What follows belongs to an exercise in optimizing a design on an open flow for small area; a production flow would make more cautious choices. Function was checked by simulation only, so behaviour that the tests miss may differ from the original. Power and IR drop assume default switching activity.

## S
## ndma_obi_mem_sub
module ndma_obi_mem_sub #(
    parameter logic [31:0] BASE_ADDR   = 32'h0000_0000,
    parameter int unsigned DEPTH       = 64,
    parameter int unsigned GNT_WAIT    = 0,
    parameter int unsigned RVALID_WAIT = 0,
    parameter int unsigned MAX_OUTST   = 2
) (
    input  logic             clk_i,
    input  logic             rst_i,
    input  logic             obi_req_i,
    output logic             obi_gnt_o,
    input  logic [31:0]      obi_addr_i,
    input  logic             obi_we_i,
    input  logic [3:0]       obi_be_i,
    input  logic [31:0]      obi_wdata_i,
    input  logic [ndma_pkg::AID_W-1:0] obi_aid_i,
    output logic             obi_rvalid_o,
    output logic [31:0]      obi_rdata_o,
    output logic [ndma_pkg::AID_W-1:0] obi_rid_o,
    output logic             obi_err_o,
    input  logic             stall_i
);
    localparam int unsigned AW = $clog2(DEPTH);
    logic [32:0]   diff;
    logic [31:0]   off;
    logic [AW-1:0] idx;
  ...
export LEC_CHECK = 0
export CAP_MARGIN = 10
export CORE_MARGIN = 2
export CORE_UTILIZATION = 60
export CTS_BUF_LIST = sky130_fd_sc_hd__clkbuf_8
export CTS_CLUSTER_DIAMETER = 100
export CTS_CLUSTER_SIZE = 18
export GPL_TIMING_DRIVEN = 0
export PLACE_DENSITY = 0.7
export SLEW_MARGIN = 10
export SYNTH_HIERARCHICAL = 1
export BUFFER_PORTS_ARGS = -buffer_cell sky130_fd_sc_hd__buf_1
export CTS_ARGS = -sink_clustering_enable -repair_clock_nets -dont_use_dummy_load -buf_list sky130_fd_sc_hd__clkbuf_8 -sink_clustering_size 18 -sink_clustering_max_diameter 100
create_clock -name core_clock -period 5.0 [get_ports {clk_i}]
standard.sh (not shown) runs the stock make flow with config.mk's settings and CLKGATE_MAP_FILE= SYNTH_SCRIPT=/design/flow/synth_recipe.tcl, a recipe that flattens the netlist after the stock synthesis.
==> flow/flow/run.sh <==
#!/bin/bash
# Standard ORFS layout (the standard.sh, standard synthesis unchanged) with
# two layout settings added to the config:
#   - port buffers are buf_1 instead of the default delay-cell buffer,
#   - clock tree synthesis without dummy loads.
# Each tool's output stays in the ORFS logs under orfs/logs; make's output goes
# to standard.log.
set -euo pipefail
cat >> config.mk <<'EOF'
export BUFFER_PORTS_ARGS = -buffer_cell sky130_fd_sc_hd__buf_1
export CTS_ARGS = -sink_clustering_enable -repair_clock_nets -dont_use_dummy_load -buf_list sky130_fd_sc_hd__clkbuf_8 -sink_clustering_size 18 -sink_clustering_max_diameter 100
EOF
bash standard.sh > standard.log 2>&1
diff inputs: S => R
--- a/flow/design.v
+++ b/flow/design.v
@@ -100,19 +100,18 @@
         off        = diff[31:0];
         idx        = off[AW+1:2];
         unused_off = ^off[1:0];
         err_a      = (|obi_addr_i[1:0]) | diff[32] | (off >= 32'(4 * DEPTH));
     end
     if (GNT_WAIT == 0 && RVALID_WAIT == 0 && MAX_OUTST >= 2) begin : g_direct
         logic          gnt, wen;
         logic          rv_q, err_q;
         logic [ndma_pkg::AID_W-1:0] rid_q;
-        logic [31:0]   rd;
         logic [31:0]   mem_q [DEPTH];
         always_comb begin
             gnt       = ~rst_i & obi_req_i & ~stall_i;
             obi_gnt_o = gnt;
             wen       = gnt & obi_we_i & ~err_a;
         end
         localparam int unsigned WG = 16;
         localparam int unsigned NG = (DEPTH + WG - 1) / WG;
         logic [31:0] wd [NG];
@@ -156,31 +155,31 @@
         end
         for (genvar i = 0; i < 32; i++) begin : g_bit
             logic [DEPTH-1:0] col;
             for (genvar w = 0; w < DEPTH; w++) begin : g_col
                 assign col[w] = mem_q[w][i];
             end
             ndma_sel_or #(.N(DEPTH)) u_rd (
                 .sel (rsel[i / 8]),
                 .d   (col),
-                .y   (rd[i])
+                .kill(rst_i),
+                .y   (obi_rdata_o[i])
             );
         end
         always_ff @(posedge clk_i) begin
             rv_q    <= gnt;
             err_q   <= gnt & err_a;
             rid_q   <= gnt ? obi_aid_i : '0;
         end
         always_comb begin
             obi_rvalid_o = rv_q & ~rst_i;
             obi_err_o    = err_q & ~rst_i;
             obi_rid_o    = rid_q & {ndma_pkg::AID_W{~rst_i}};
-            obi_rdata_o  = rd & {32{~rst_i}};
         end
     end else begin : g_queued
         localparam int unsigned GW = $clog2(GNT_WAIT + 2);
         localparam int unsigned RW = $clog2(RVALID_WAIT + 2);
         localparam int unsigned OW = $clog2(MAX_OUTST + 1);
         logic [31:0]   mem_q [DEPTH];
         logic [GW-1:0] wait_q, wait_d;
         logic [RW-1:0] head_q, head_d;
         logic [OW-1:0] outst_q, outst_d;
@@ -238,18 +237,19 @@
             .head_o  (head_entry)
         );
     end
 endmodule
 module ndma_sel_or #(
     parameter int unsigned N = 64
 ) (
     input  logic [N-1:0] sel,
     input  logic [N-1:0] d,
+    input  logic         kill,
     output logic         y
 );
     localparam int unsigned G = (N + 2) / 3;    
     logic [G-1:0] g_n;                           
     for (genvar k = 0; k < G; k++) begin : g_grp
         if (3 * k + 2 < N) begin : g_3
             ndma_aoi222 u_aoi (
                 .s (sel[3*k +: 3]),
                 .d (d[3*k +: 3]),
@@ -259,51 +259,61 @@
             ndma_aoi22 u_aoi (
                 .s (sel[3*k +: 2]),
                 .d (d[3*k +: 2]),
                 .y (g_n[k])
             );
         end else begin : g_1
             ndma_nand2 u_nand (.a(sel[3*k]), .b(d[3*k]), .y(g_n[k]));
         end
     end
-    ndma_nand_or_tree #(.N(G)) u_tree (.x_n(g_n), .y(y));
+    ndma_nand_or_tree #(.N(G)) u_tree (.x_n(g_n), .kill(kill), .y(y));
 endmodule
 module ndma_nand_or_tree #(
     parameter int unsigned N = 22
 ) (
     input  logic [N-1:0] x_n,
+    input  logic         kill,
     output logic         y
 );
     localparam int unsigned M = (N + 3) / 4;
-    logic [M-1:0] p;                             
-    for (genvar k = 0; k < M; k++) begin : g_p
-        localparam int unsigned W = (4 * k + 4 <= N) ? 4 : N - 4 * k;
-        ndma_nand #(.N(W)) u_nand (.a(x_n[4*k +: W]), .y(p[k]));
-    end
     if (M == 1) begin : g_done
-        assign y = p[0];
+        ndma_aoi_k #(.N(N)) u_last (.a(x_n), .k(kill), .y(y));
     end else begin : g_more
+        logic [M-1:0] p;                         
+        for (genvar k = 0; k < M; k++) begin : g_p
+            localparam int unsigned W = (4 * k + 4 <= N) ? 4 : N - 4 * k;
+            ndma_nand #(.N(W)) u_nand (.a(x_n[4*k +: W]), .y(p[k]));
+        end
         localparam int unsigned L = (M + 1) / 2;
         logic [L-1:0] q_n;                       
         for (genvar k = 0; k < L; k++) begin : g_q
             if (2 * k + 1 < M) begin : g_2
                 ndma_nor2 u_nor (.a(p[2*k]), .b(p[2*k+1]), .y(q_n[k]));
             end else begin : g_1
                 ndma_inv u_inv (.a(p[2*k]), .y(q_n[k]));
             end
         end
-        if (L == 1) begin : g_inv
-            ndma_inv u_inv (.a(q_n[0]), .y(y));
+        if (L == 1) begin : g_last
+            ndma_nor2 u_last (.a(q_n[0]), .b(kill), .y(y));
         end else begin : g_rec
-            ndma_nand_or_tree #(.N(L)) u_tree (.x_n(q_n), .y(y));
+            ndma_nand_or_tree #(.N(L)) u_tree (.x_n(q_n), .kill(kill), .y(y));
         end
     end
 endmodule
+module ndma_aoi_k #(
+    parameter int unsigned N = 3
+) (
+    input  logic [N-1:0] a,
+    input  logic         k,
+    output logic         y
+);
+    assign y = ~(&a | k);
+endmodule
 module ndma_aoi222 (
     input  logic [2:0] s,
     input  logic [2:0] d,
     output logic       y
 );
     assign y = ~|(s & d);
 endmodule
 module ndma_aoi22 (
     input  logic [1:0] s,
## What came out
- S: done, clean on timing, DRC and antenna
- Every stage of the flow completed for R, and the final layout passed the timing, design-rule and antenna checks.
- The number of library cell types mapped by synthesis of R exceeds that of S by 3.
- S reports its destination of the critical timing path as obi_rdata_o[22] while R reports obi_rdata_o[4].
- Between R and S, the difference in layout cell share with drive strength beyond 1 is negligible.
- Taking S as the reference, in R count of vias placed by the detailed router stayed essentially flat, die area comparable, power dissipated by switching net loads higher, met1 routing resource usage after global routing saw an increase, clock network power share roughly the same.
- Compared with S, in R fraction of cell area in non-clock buffers roughly the same, instance area after placement about even, post-detailed-placement half-perimeter wirelength rose by 1800 um, biggest cell delay along the critical path has increased.

ndma_obi_mem_sub, a different RTL version from the one above (not shown whole).
Size: about 2100 flip-flops, ~120 I/O pins, about 74000 µm² of cells after synthesis.
==> module ndma_obi_mem_sub, before the edit <==
module ndma_obi_mem_sub #(
    parameter logic [31:0] BASE_ADDR   = 32'h0000_0000,
    parameter int unsigned DEPTH       = 64,
    parameter int unsigned GNT_WAIT    = 0,
    parameter int unsigned RVALID_WAIT = 0,
    parameter int unsigned MAX_OUTST   = 2
) (
    input  logic             clk_i,
    input  logic             rst_i,
    input  logic             obi_req_i,
    output logic             obi_gnt_o,
    input  logic [31:0]      obi_addr_i,
    input  logic             obi_we_i,
    input  logic [3:0]       obi_be_i,
    input  logic [31:0]      obi_wdata_i,
    input  logic [ndma_pkg::AID_W-1:0] obi_aid_i,
    output logic             obi_rvalid_o,
    output logic [31:0]      obi_rdata_o,
    output logic [ndma_pkg::AID_W-1:0] obi_rid_o,
    output logic             obi_err_o,
    input  logic             stall_i
);
    localparam int unsigned AW = $clog2(DEPTH);
    logic [32:0]   diff;
    logic [31:0]   off;
    logic [AW-1:0] idx;
    logic          err_a, unused_off;
    always_comb begin
        diff       = {1'b0, obi_addr_i} - {1'b0, BASE_ADDR};
        off        = diff[31:0];
        idx        = off[AW+1:2];
        unused_off = ^off[1:0];
        err_a      = (|obi_addr_i[1:0]) | diff[32] | (off >= 32'(4 * DEPTH));
    end
    if (GNT_WAIT == 0 && RVALID_WAIT == 0 && MAX_OUTST >= 2) begin : g_direct
        logic          gnt, wen;
        logic          rv_q, err_q;
        logic [ndma_pkg::AID_W-1:0] rid_q;
        logic [31:0]   mem_q [DEPTH];
        always_comb begin
            gnt       = ~rst_i & obi_req_i & ~stall_i;
            obi_gnt_o = gnt;
            wen       = gnt & obi_we_i & ~err_a;
        end
        localparam int unsigned WG = 32;
        localparam int unsigned NG = (DEPTH + WG - 1) / WG;
        logic [31:0] wd [NG];
        for (genvar g = 0; g < NG; g++) begin : g_wd
            for (genvar i = 0; i < 32; i++) begin : g_bit
                ndma_and2 u_wd (.a(obi_wdata_i[i]), .b(~rst_i), .y(wd[g][i]));
            end
        end
        localparam int unsigned LW = AW / 2;
        localparam int unsigned HW = AW - LW;
        localparam int unsigned LM = (1 << LW) - 1;
        logic [DEPTH-1:0] rsel [4];
        logic [(1 << HW)-1:0] rhi_nq;
        logic [(1 << LW)-1:0] rlo_nq;
        always_ff @(posedge clk_i) begin
            for (int unsigned j = 0; j < (1 << HW); j++)
                rhi_nq[j] <= ~(gnt & ~obi_we_i & ~err_a & (idx[AW-1:LW] == HW'(j)));
            for (int unsigned k = 0; k < (1 << LW); k++)
                rlo_nq[k] <= ~(idx[LW-1:0] == LW'(k));
        end
        for (genvar b = 0; b < 4; b++) begin : g_lane_dec
            logic [(1 << HW)-1:0] whi_n;
            logic [(1 << LW)-1:0] wlo_n [2];
            ndma_dec_ef_n #(.W(HW)) u_whi (
                .a (idx[AW-1:LW]), .a_n (~idx[AW-1:LW]), .e (wen & obi_be_i[b]), .f (rst_i),
                .y_n (whi_n)
            );
            for (genvar h = 0; h < 2; h++) begin : g_wlo
                ndma_dec_f_n #(.W(LW)) u_wlo (
                    .a (idx[LW-1:0]), .a_n (~idx[LW-1:0]), .f (rst_i), .y_n (wlo_n[h])
                );
            end
            for (genvar w = 0; w < DEPTH; w++) begin : g_word
                logic en;
                ndma_nor2 u_en (.a(whi_n[w >> LW]), .b(wlo_n[(w >> (AW - 1)) & 1][w & LM]), .y(en));
                ndma_nor2 u_rs (.a(rhi_nq[w >> LW]), .b(rlo_nq[w & LM]), .y(rsel[b][w]));
                always_ff @(posedge clk_i) begin
                    if (en) mem_q[w][8*b +: 8] <= wd[w / WG][8*b +: 8];
                end
            end
        end
        for (genvar i = 0; i < 32; i++) begin : g_bit
            logic [DEPTH-1:0] col;
            for (genvar w = 0; w < DEPTH; w++) begin : g_col
                assign col[w] = mem_q[w][i];
            end
            ndma_sel_or #(.N(DEPTH)) u_rd (
                .sel (rsel[i / 8]),
                .d   (col),
                .kill(rst_i),
                .y   (obi_rdata_o[i])
            );
        end
        always_ff @(posedge clk_i) begin
            rv_q    <= gnt;
            err_q   <= gnt & err_a;
            rid_q   <= gnt ? obi_aid_i : '0;
        end
        always_comb begin
            obi_rvalid_o = rv_q & ~rst_i;
            obi_err_o    = err_q & ~rst_i;
            obi_rid_o    = rid_q & {ndma_pkg::AID_W{~rst_i}};
        end
    end else begin : g_queued
        localparam int unsigned GW = $clog2(GNT_WAIT + 2);
        localparam int unsigned RW = $clog2(RVALID_WAIT + 2);
        localparam int unsigned OW = $clog2(MAX_OUTST + 1);
        logic [31:0]   mem_q [DEPTH];
        logic [GW-1:0] wait_q, wait_d;
        logic [RW-1:0] head_q, head_d;
        logic [OW-1:0] outst_q, outst_d;
        logic          accept, pop, fifo_full, fifo_empty;
        ndma_pkg::ndma_resp_t push_entry, head_entry;
        always_comb begin
            obi_gnt_o  = ~rst_i & obi_req_i & ~stall_i
                       & (wait_q == GW'(GNT_WAIT)) & (outst_q < OW'(MAX_OUTST));
            accept     = obi_gnt_o;
            push_entry.rdata = (obi_we_i | err_a) ? '0 : mem_q[idx];
            push_entry.rid   = obi_aid_i;
            push_entry.err   = err_a;
            obi_rvalid_o = ~rst_i & ~fifo_empty & (head_q == RW'(RVALID_WAIT));
            pop          = obi_rvalid_o;
            obi_rdata_o  = obi_rvalid_o ? head_entry.rdata : '0;
            obi_rid_o    = obi_rvalid_o ? head_entry.rid   : '0;
            obi_err_o    = obi_rvalid_o ? head_entry.err   : 1'b0;
            if (!obi_req_i || obi_gnt_o)        wait_d = '0;
            else if (wait_q != GW'(GNT_WAIT))   wait_d = wait_q + GW'(1);
            else                                wait_d = wait_q;
            if (pop || fifo_empty)              head_d = '0;
            else if (head_q != RW'(RVALID_WAIT)) head_d = head_q + RW'(1);
            else                                head_d = head_q;
            case ({accept, pop})
                2'b10:   outst_d = outst_q + OW'(1);
                2'b01:   outst_d = outst_q - OW'(1);
                default: outst_d = outst_q;
            endcase
        end
        always_ff @(posedge clk_i) begin
            if (rst_i) begin
                wait_q  <= '0;
                head_q  <= '0;
                outst_q <= '0;
                for (int unsigned i = 0; i < DEPTH; i++) mem_q[i] <= '0;
            end else begin
                wait_q  <= wait_d;
                head_q  <= head_d;
                outst_q <= outst_d;
                if (accept && obi_we_i && !err_a)
                    mem_q[idx] <= ndma_pkg::ndma_be_merge(mem_q[idx], obi_wdata_i, obi_be_i);
            end
        end
        ndma_resp_fifo #(
            .DEPTH (MAX_OUTST),
            .WIDTH ($bits(push_entry))
        ) u_resp_fifo (
            .clk_i   (clk_i),
            .rst_i   (rst_i),
            .push_i  (accept),
            .data_i  (push_entry),
            .pop_i   (pop),
            .full_o  (fifo_full),
            .empty_o (fifo_empty),
            .head_o  (head_entry)
        );
    end
endmodule
==> flow/config.mk <==
export PLATFORM = sky130hd
export DESIGN_NAME = ndma_obi_mem_sub
export DESIGN_NICKNAME = ndma_obi_mem_sub
export VERILOG_FILES = /design/flow/design.v
export SDC_FILE = /design/flow/constraint.sdc
export NUM_CORES = 4
export LEC_CHECK = 0
export CAP_MARGIN = 10
export CORE_MARGIN = 2
export CORE_UTILIZATION = 65
export CTS_BUF_LIST = sky130_fd_sc_hd__clkbuf_8
export CTS_CLUSTER_DIAMETER = 100
export CTS_CLUSTER_SIZE = 18
export GPL_TIMING_DRIVEN = 0
export PLACE_DENSITY = 0.75
export SLEW_MARGIN = 10
export SYNTH_HIERARCHICAL = 1
export BUFFER_PORTS_ARGS = -buffer_cell sky130_fd_sc_hd__buf_1
export CTS_ARGS = -sink_clustering_enable -repair_clock_nets -dont_use_dummy_load -buf_list sky130_fd_sc_hd__clkbuf_8 -sink_clustering_size 18 -sink_clustering_max_diameter 100
==> flow/constraint.sdc <==
create_clock -name core_clock -period 5.0 [get_ports {clk_i}]
set_input_delay 1.0000 -clock core_clock [delete_from_list [all_inputs] [get_ports {clk_i}]]
set_output_delay 1.0000 -clock core_clock [all_outputs]
set_load 0.01 [all_outputs]
Scripts as last shown in full above: flow/flow/run.sh
The starting point ran to the end with no violations.
Then changed:
--- a/flow/design.v
+++ b/flow/design.v
@@ -113,5 +113,5 @@
             wen       = gnt & obi_we_i & ~err_a;
         end
-        localparam int unsigned WG = 32;
+        localparam int unsigned WG = 16;
         localparam int unsigned NG = (DEPTH + WG - 1) / WG;
         logic [31:0] wd [NG];
The changed run completed without violations.
Wire length came out higher by 3.1%.
Count of clock-buffer cells in the layout does not change.
Critical path depth came out lower by 1.
Global-route usage came out higher by 0.84 points.
Total power stays flat.
Utilization came out lower by 0.59 points.
Worst setup slack degrades by 0.099 ns.
Worst hold slack is about the same.
First-iteration DRC count came out higher by 2.7%.
Die area came out higher by 0.53%.
Via count came out higher by 1.7%.

-- static timing again, ports no longer ideal --
In the flow no input, the clock included, has a driving cell. The finished layouts below were timed again as built, in two steps.
Step 1: set_driving_cell puts a clkbuf_16 on clk_i and a buf_2 on each other input, an assumption about the parent block.
Step 2 adds t to the input delays and takes it off the output delays; t is the mean of the earliest and latest rising clock arrival at the registers after step 1. Input paths then give back, and output paths get back, about the clock's delay inside the block.
a / b / c = no drivers / after step 1 / after step 2; a / b = the first two.
run | shift t [ns] | slack for setup (ns) | slew at the worst register clock pin (ns)
S | 0.929 | 0.078 / 0.003 / -0.184 | 0.11 / 0.11
R | 0.954 | 0.159 / 0.083 / 0.062 | 0.12 / 0.12
the first run of note 2 | 0.932 | 0.183 / 0.109 / -0.255 | 0.12 / 0.12
the second run of note 2 | 0.931 | 0.084 / 0.012 / -0.097 | 0.12 / 0.12
Met with ideal ports but missed after step 2: setup timing in S, the first run of note 2 and the second run of note 2. The setup slack of the first run of note 2, which loses most, moves by -0.074 ns with the drivers and by -0.438 ns with both steps.
